What follows belongs to an exercise in optimizing a design on an open flow for small area, a short achievable clock period and few clock cycles per item; a production flow would make more cautious choices.
Function was checked by simulation only, so behaviour that the tests miss may differ from the original.
Power and IR drop assume default switching activity.

garnet:
// scancode_to_char_buffer
module scancode_to_char_buffer (
    input  logic        aclk,
    input  logic        aresetn,
    input  logic        s_tvalid,
    output logic        s_tready,
    input  logic [15:0] s_tdata,
    input  logic [2:0]  s_tuser,
    output logic        m_tvalid,
    input  logic        m_tready,
    output logic [15:0] m_tdata
);
For scale: ~5400 cells after synthesis, roughly 2100 flip-flops, roughly 41 I/O pins, ~82000 sq um of cells after synthesis.
==> module scancode_to_char_buffer, before the edit <==
module scancode_to_char_buffer (
    input  logic        aclk,
    input  logic        aresetn,
    input  logic        s_tvalid,
    output logic        s_tready,
    input  logic [15:0] s_tdata,
    input  logic [2:0]  s_tuser,
    output logic        m_tvalid,
    input  logic        m_tready,
    output logic [15:0] m_tdata
);
    logic         shift_reg, alt_reg;
    logic [127:0] keymap;
    logic [7:0]   wptr, rptr;
    logic [5:0]   gnext;             
    logic [6:0]   wchar_q;
    logic [7:0]   wd;
    logic [15:0]  wd_lo, wd_hi;
    logic         pend_head;         
    logic [7:0]   gnext_lo, gnext_hi;  
    logic [255:0][6:0] ring;
    logic [6:0]   grp_cur [0:3];
    logic [6:0]   grp_nxt [0:3];
    logic        out_valid, skid_valid, s1_valid, s_rdy;
    logic [10:0] out_data, skid_data, s1_res;
    logic [7:0]  s1_kp;
    logic [2:0]  s1_khi;
    logic fire;
    assign s_tready = s_rdy;
    assign fire     = s_tvalid && s_rdy;
    logic [6:0] key;
    logic       brk, is_shift, is_alt;
    logic       k_scan, k_read, k_alt, k_clear, k_query;
    assign key      = s_tdata[6:0];
    assign brk      = s_tdata[7];
    assign is_shift = (key == CODE_LSHIFT) || (key == CODE_RSHIFT);
    assign is_alt   = (key == CODE_ALT);
    assign k_scan   = (s_tuser == REQ_SCAN);
    assign k_read   = (s_tuser == REQ_READ);
    assign k_alt    = (s_tuser == REQ_ALT);
    assign k_clear  = (s_tuser == REQ_CLEAR);
    assign k_query  = (s_tuser == REQ_QUERY);
    logic       empty, full;
    logic [7:0] wptr_inc, rptr_inc;
    logic       wr, rd, adv, gcross, clr;
    logic [6:0] wchar;
    assign wptr_inc = wptr + 8'd1;
    assign rptr_inc = rptr + 8'd1;
    assign wr       = fire && k_scan && !brk && !is_shift && !is_alt;
    assign rd       = fire && k_read && !empty;
    assign adv      = rd || (wr && full);
    assign gcross   = adv && (rptr[1:0] == 2'd3);
    assign clr      = fire && k_clear;
    assign wchar    = scb_pkg::char_lookup(key, shift_reg);
    logic [7:0] kp;
    always_comb begin
        for (int h = 0; h < 8; h++) begin
            kp[h] = k_query && keymap[{3'(h), s_tdata[11:8]}];
        end
    end
    logic [10:0] res;
    always_comb begin
        res = '0;
        if (k_read && !empty) begin
            res[6:0] = pend_head ? wchar_q : grp_cur[rptr[1:0]];
            res[7]   = 1'b1;
        end
        res[8]  = k_alt && alt_reg;
        res[10] = k_scan && !brk && is_alt;
    end
    logic [10:0] fin;
    always_comb begin
        fin    = s1_res;
        fin[9] = s1_kp[s1_khi];
    end
    logic pop, out_free, s1_to_out, s1_to_skid;
    logic out_valid_n, skid_valid_n, s1_valid_n;
    assign pop        = out_valid && m_tready;
    assign out_free   = !out_valid || pop;
    assign s1_to_out  = s1_valid && out_free && !skid_valid;
    assign s1_to_skid = s1_valid && (out_free ? skid_valid : !skid_valid);
    assign out_valid_n  = out_free ? (skid_valid || s1_valid) : 1'b1;
    assign skid_valid_n = out_free ? (skid_valid && s1_valid) : (skid_valid || s1_valid);
    assign s1_valid_n   = fire || (s1_valid && !s1_to_out && !s1_to_skid);
    logic [63:0][27:0] groups;
    logic [3:0][6:0]   nxt_rd;
    assign groups = ring;
    always_comb begin
        nxt_rd = '0;
        for (int j = 0; j < 64; j++) begin
            nxt_rd = nxt_rd | (groups[j] & {28{gnext_hi[j / 8] && gnext_lo[j % 8]}});
        end
    end
    always_ff @(posedge aclk) begin
        for (int i = 0; i < 256; i++) begin
            if (wd_hi[i / 16] && wd_lo[i % 16]) ring[i] <= wchar_q;
        end
        for (int s = 0; s < 4; s++) begin
            if (wd == {gnext, 2'(s)}) grp_nxt[s] <= wchar_q;
            else grp_nxt[s] <= nxt_rd[s];
            if (gcross) begin
                if (wd == {gnext, 2'(s)}) grp_cur[s] <= wchar_q;
                else grp_cur[s] <= grp_nxt[s];
            end else if (wd == {rptr[7:2], 2'(s)}) begin
                grp_cur[s] <= wchar_q;
            end
        end
        wchar_q <= wchar;
        wd      <= wptr;
        for (int i = 0; i < 16; i++) begin
            wd_lo[i] <= (wptr[3:0] == 4'(i));
            wd_hi[i] <= (wptr[7:4] == 4'(i));
        end
        if (out_free) out_data <= skid_valid ? skid_data : fin;
        if (s1_to_skid) skid_data <= fin;
        if (s_rdy) begin
            s1_res <= res;
            s1_kp  <= kp;
            s1_khi <= s_tdata[14:12];
        end
    end
    always_ff @(posedge aclk) begin
        if (!aresetn) begin
            shift_reg  <= 1'b0;
            alt_reg    <= 1'b0;
            keymap     <= '0;
            wptr       <= '0;
            pend_head  <= 1'b0;
            rptr       <= '0;
            empty      <= 1'b1;
            full       <= 1'b0;
            gnext      <= 6'd1;
            gnext_lo   <= 8'd2;
            gnext_hi   <= 8'd1;
            out_valid  <= 1'b0;
            skid_valid <= 1'b0;
            s1_valid   <= 1'b0;
            s_rdy      <= 1'b1;
        end else begin
            if (fire && k_scan) begin
                keymap[key] <= !brk;
                if (is_shift) shift_reg <= !brk;
                if (is_alt && !brk) alt_reg <= 1'b1;
            end
            if (fire && k_alt) alt_reg <= 1'b0;
            pend_head <= wr && empty;
            if (clr) begin
                empty <= 1'b1;
                full  <= 1'b0;
            end else if (wr) begin
                empty <= 1'b0;
                if (!full) full <= (wptr_inc + 8'd1 == rptr);
            end else if (rd) begin
                empty <= (rptr_inc == wptr);
                full  <= 1'b0;
            end
            if (clr) begin
                wptr     <= '0;
                rptr     <= '0;
                gnext    <= 6'd1;
                gnext_lo <= 8'd2;
                gnext_hi <= 8'd1;
            end else begin
                if (wr) wptr <= wptr_inc;
                if (adv) rptr <= rptr_inc;
                if (gcross) begin
                    gnext    <= gnext + 6'd1;
                    gnext_lo <= {gnext_lo[6:0], gnext_lo[7]};
                    if (gnext_lo[7]) gnext_hi <= {gnext_hi[6:0], gnext_hi[7]};
                end
            end
            out_valid  <= out_valid_n;
            skid_valid <= skid_valid_n;
            s1_valid   <= s1_valid_n;
            s_rdy      <= !(out_valid_n && skid_valid_n && s1_valid_n);
        end
    end
    assign m_tvalid = out_valid;
    assign m_tdata  = {4'b0, out_data[10:7], 1'b0, out_data[6:0]};
endmodule
export LEC_CHECK = 0
export CAP_MARGIN = 20
export CORE_MARGIN = 2
export CORE_UTILIZATION = 60
export CTS_CLUSTER_DIAMETER = 120
export CTS_CLUSTER_SIZE = 24
export SETUP_SLACK_MARGIN = 2.2
export SLEW_MARGIN = 20
export TNS_END_PERCENT = 30
create_clock -name core_clock -period 4.5 [get_ports {aclk}]
standard.sh (not shown) runs the stock make flow with config.mk's settings and CLKGATE_MAP_FILE= SYNTH_SCRIPT=/design/flow/synth_recipe.tcl, a recipe that flattens the netlist after the stock synthesis.
==> flow/flow/run.sh <==
#!/bin/bash
# The standard layout, with the port buffers made as sky130_fd_sc_hd__buf_4
# instead of the default delay cell, which the footprint-matched resizer
# cannot swap for a faster buffer afterwards; the resizer may also change
# a cell for one of another footprint. Make's full output goes to
# flow_make.log; each ORFS step keeps its own log under orfs/logs/.
set -euo pipefail
export BUFFER_PORTS_ARGS="-buffer_cell sky130_fd_sc_hd__buf_4"
bash standard.sh "BUFFER_PORTS_ARGS=$BUFFER_PORTS_ARGS" MATCH_CELL_FOOTPRINT=0 finish > flow_make.log 2>&1
Testbench counts of garnet, summed over its fixed seeds: cycles 16,016, items 16,000.
Setup changes, garnet to raven
-- flow/design.v --
<<< garnet, line 148
    logic [15:0]  wd_lo, wd_hi;
    logic         pend_head;         
    logic [7:0]   gnext_lo, gnext_hi;  
    logic [255:0][6:0] ring;
    logic [6:0]   grp_cur [0:3];
>>> raven, line 148
    logic [15:0]  wd_lo, wd_hi;
    logic         pend_head;         
    logic [63:0]  gsel;              
    logic [7:0]   cnt;               
    logic         kw_en, kw_val;
    logic [6:0]   kw_key;
    logic [255:0][6:0] ring;
    logic [6:0]   grp_cur [0:3];
<<< garnet, line 180
    assign rd       = fire && k_read && !empty;
    assign adv      = rd || (wr && full);
    assign gcross   = adv && (rptr[1:0] == 2'd3);
    assign clr      = fire && k_clear;
    assign wchar    = scb_pkg::char_lookup(key, shift_reg);
>>> raven, line 183
    assign rd       = fire && k_read && !empty;
    assign adv      = rd || (wr && full);
    logic       rl_ne, rl_full;
    assign gcross   = (rd && rl_ne) || (wr && rl_full);
    assign clr      = fire && k_clear;
    assign wchar    = scb_pkg::char_lookup(key, shift_reg);
<<< garnet, line 186
    always_comb begin
        for (int h = 0; h < 8; h++) begin
            kp[h] = k_query && keymap[{3'(h), s_tdata[11:8]}];
        end
    end
>>> raven, line 190
    always_comb begin
        for (int h = 0; h < 8; h++) begin
            if (kw_en && kw_key == {3'(h), s_tdata[11:8]}) kp[h] = k_query && kw_val;
            else kp[h] = k_query && keymap[{3'(h), s_tdata[11:8]}];
        end
    end
<<< garnet, line 219
        nxt_rd = '0;
        for (int j = 0; j < 64; j++) begin
            nxt_rd = nxt_rd | (groups[j] & {28{gnext_hi[j / 8] && gnext_lo[j % 8]}});
        end
    end
>>> raven, line 224
        nxt_rd = '0;
        for (int j = 0; j < 64; j++) begin
            nxt_rd = nxt_rd | (groups[j] & {28{gsel[j]}});
        end
    end
<<< garnet, line 237
        end
        wchar_q <= wchar;
        wd      <= wptr;
        for (int i = 0; i < 16; i++) begin
>>> raven, line 242
        end
        wchar_q <= wchar;
        kw_key  <= key;
        kw_val  <= !brk;
        wd      <= wptr;
        for (int i = 0; i < 16; i++) begin
<<< garnet, line 261
            full       <= 1'b0;
            gnext      <= 6'd1;
            gnext_lo   <= 8'd2;
            gnext_hi   <= 8'd1;
            out_valid  <= 1'b0;
            skid_valid <= 1'b0;
            s1_valid   <= 1'b0;
            s_rdy      <= 1'b1;
        end else begin
            if (fire && k_scan) begin
                keymap[key] <= !brk;
                if (is_shift) shift_reg <= !brk;
                if (is_alt && !brk) alt_reg <= 1'b1;
            end
            if (fire && k_alt) alt_reg <= 1'b0;
            pend_head <= wr && empty;
            if (clr) begin
                empty <= 1'b1;
                full  <= 1'b0;
            end else if (wr) begin
                empty <= 1'b0;
                if (!full) full <= (wptr_inc + 8'd1 == rptr);
            end else if (rd) begin
                empty <= (rptr_inc == wptr);
                full  <= 1'b0;
            end
            if (clr) begin
>>> raven, line 268
            full       <= 1'b0;
            gnext      <= 6'd1;
            gsel       <= 64'd2;
            cnt        <= '0;
            kw_en      <= 1'b0;
            out_valid  <= 1'b0;
            skid_valid <= 1'b0;
            s1_valid   <= 1'b0;
            s_rdy      <= 1'b1;
            rl_ne      <= 1'b0;
            rl_full    <= 1'b0;
        end else begin
            if (fire && k_scan) begin
                if (is_shift) shift_reg <= !brk;
                if (is_alt && !brk) alt_reg <= 1'b1;
            end
            if (fire && k_alt) alt_reg <= 1'b0;
            kw_en <= fire && k_scan;
            if (kw_en) keymap[kw_key] <= kw_val;
            pend_head <= wr && empty;
            if (clr) begin
                rl_ne   <= 1'b0;
                rl_full <= 1'b0;
            end else begin
                rl_ne   <= (adv ? (rptr[1:0] == 2'd2) : (rptr[1:0] == 2'd3))
                           && !(rd ? (cnt == 8'd1) : (empty && !wr));
                rl_full <= (adv ? (rptr[1:0] == 2'd2) : (rptr[1:0] == 2'd3))
                           && (wr ? (full || cnt == 8'd254) : (full && !rd));
            end
            if (clr) begin
                empty <= 1'b1;
                full  <= 1'b0;
                cnt   <= '0;
            end else if (wr) begin
                empty <= 1'b0;
                if (!full) begin
                    full <= (cnt == 8'd254);
                    cnt  <= cnt + 8'd1;
                end
            end else if (rd) begin
                empty <= (cnt == 8'd1);
                full  <= 1'b0;
                cnt   <= cnt - 8'd1;
            end
            if (clr) begin
<<< garnet, line 289
                rptr     <= '0;
                gnext    <= 6'd1;
                gnext_lo <= 8'd2;
                gnext_hi <= 8'd1;
            end else begin
                if (wr) wptr <= wptr_inc;
>>> raven, line 314
                rptr     <= '0;
                gnext    <= 6'd1;
                gsel     <= 64'd2;
            end else begin
                if (wr) wptr <= wptr_inc;
<<< garnet, line 296
                if (gcross) begin
                    gnext    <= gnext + 6'd1;
                    gnext_lo <= {gnext_lo[6:0], gnext_lo[7]};
                    if (gnext_lo[7]) gnext_hi <= {gnext_hi[6:0], gnext_hi[7]};
                end
            end
>>> raven, line 320
                if (gcross) begin
                    gnext    <= gnext + 6'd1;
                    gsel     <= {gsel[62:0], gsel[63]};
                end
            end
==> results.txt <==
Going from garnet to raven, simple-gate share of the synthesized area lost 0.34 points; critical path depth lost 6; core outline area picked up an extra 1.2%; cell area lost 560 sq um. The clock network fraction of total power was comparable across garnet and raven. Looking at share of the core filled with cells in the final layout across garnet and raven, the one that comes out higher is garnet. Number of gates resized after cts (raven / garnet): 0.80. The run showing the smaller minimum clock period is garnet.
Testbench counts of raven, summed over its fixed seeds: cycles 16,016, items 16,000.

==> afterwards: timing with drivers on the ports <==
Ports are ideal in the flow. The routed layouts listed here were re-timed in OpenROAD. Step 1, drivers: a clkbuf_16 drives aclk and a buf_2 each remaining input, both assumed. Step 2 times the ports against the registers' clock, not the clock port: input delays grow and output delays shrink by t, the midpoint of the rising clock arrivals with the driver on. Three values: no drivers, after step 1, after step 2; two values: the first two.
| run | t, ns | setup WS [ns] | worst hold slack (ns) | clock arrival spread, ns | worst data-port slew with drivers (ns) |
|---|---|---|---|---|---|
| garnet | 0.843 | 1.926 / 1.926 / 1.251 | 0.331 / 0.275 / 0.454 | 0.043 / 0.043 | 0.16 |
| raven | 0.859 | 1.880 / 1.880 / 1.339 | 0.285 / 0.224 / 0.455 | 0.050 / 0.051 | 0.06 |
After both steps every run listed still meets setup and hold. The setup slack of garnet, which loses most, moves by 0.000 ns with the drivers and by -0.675 ns with both steps.
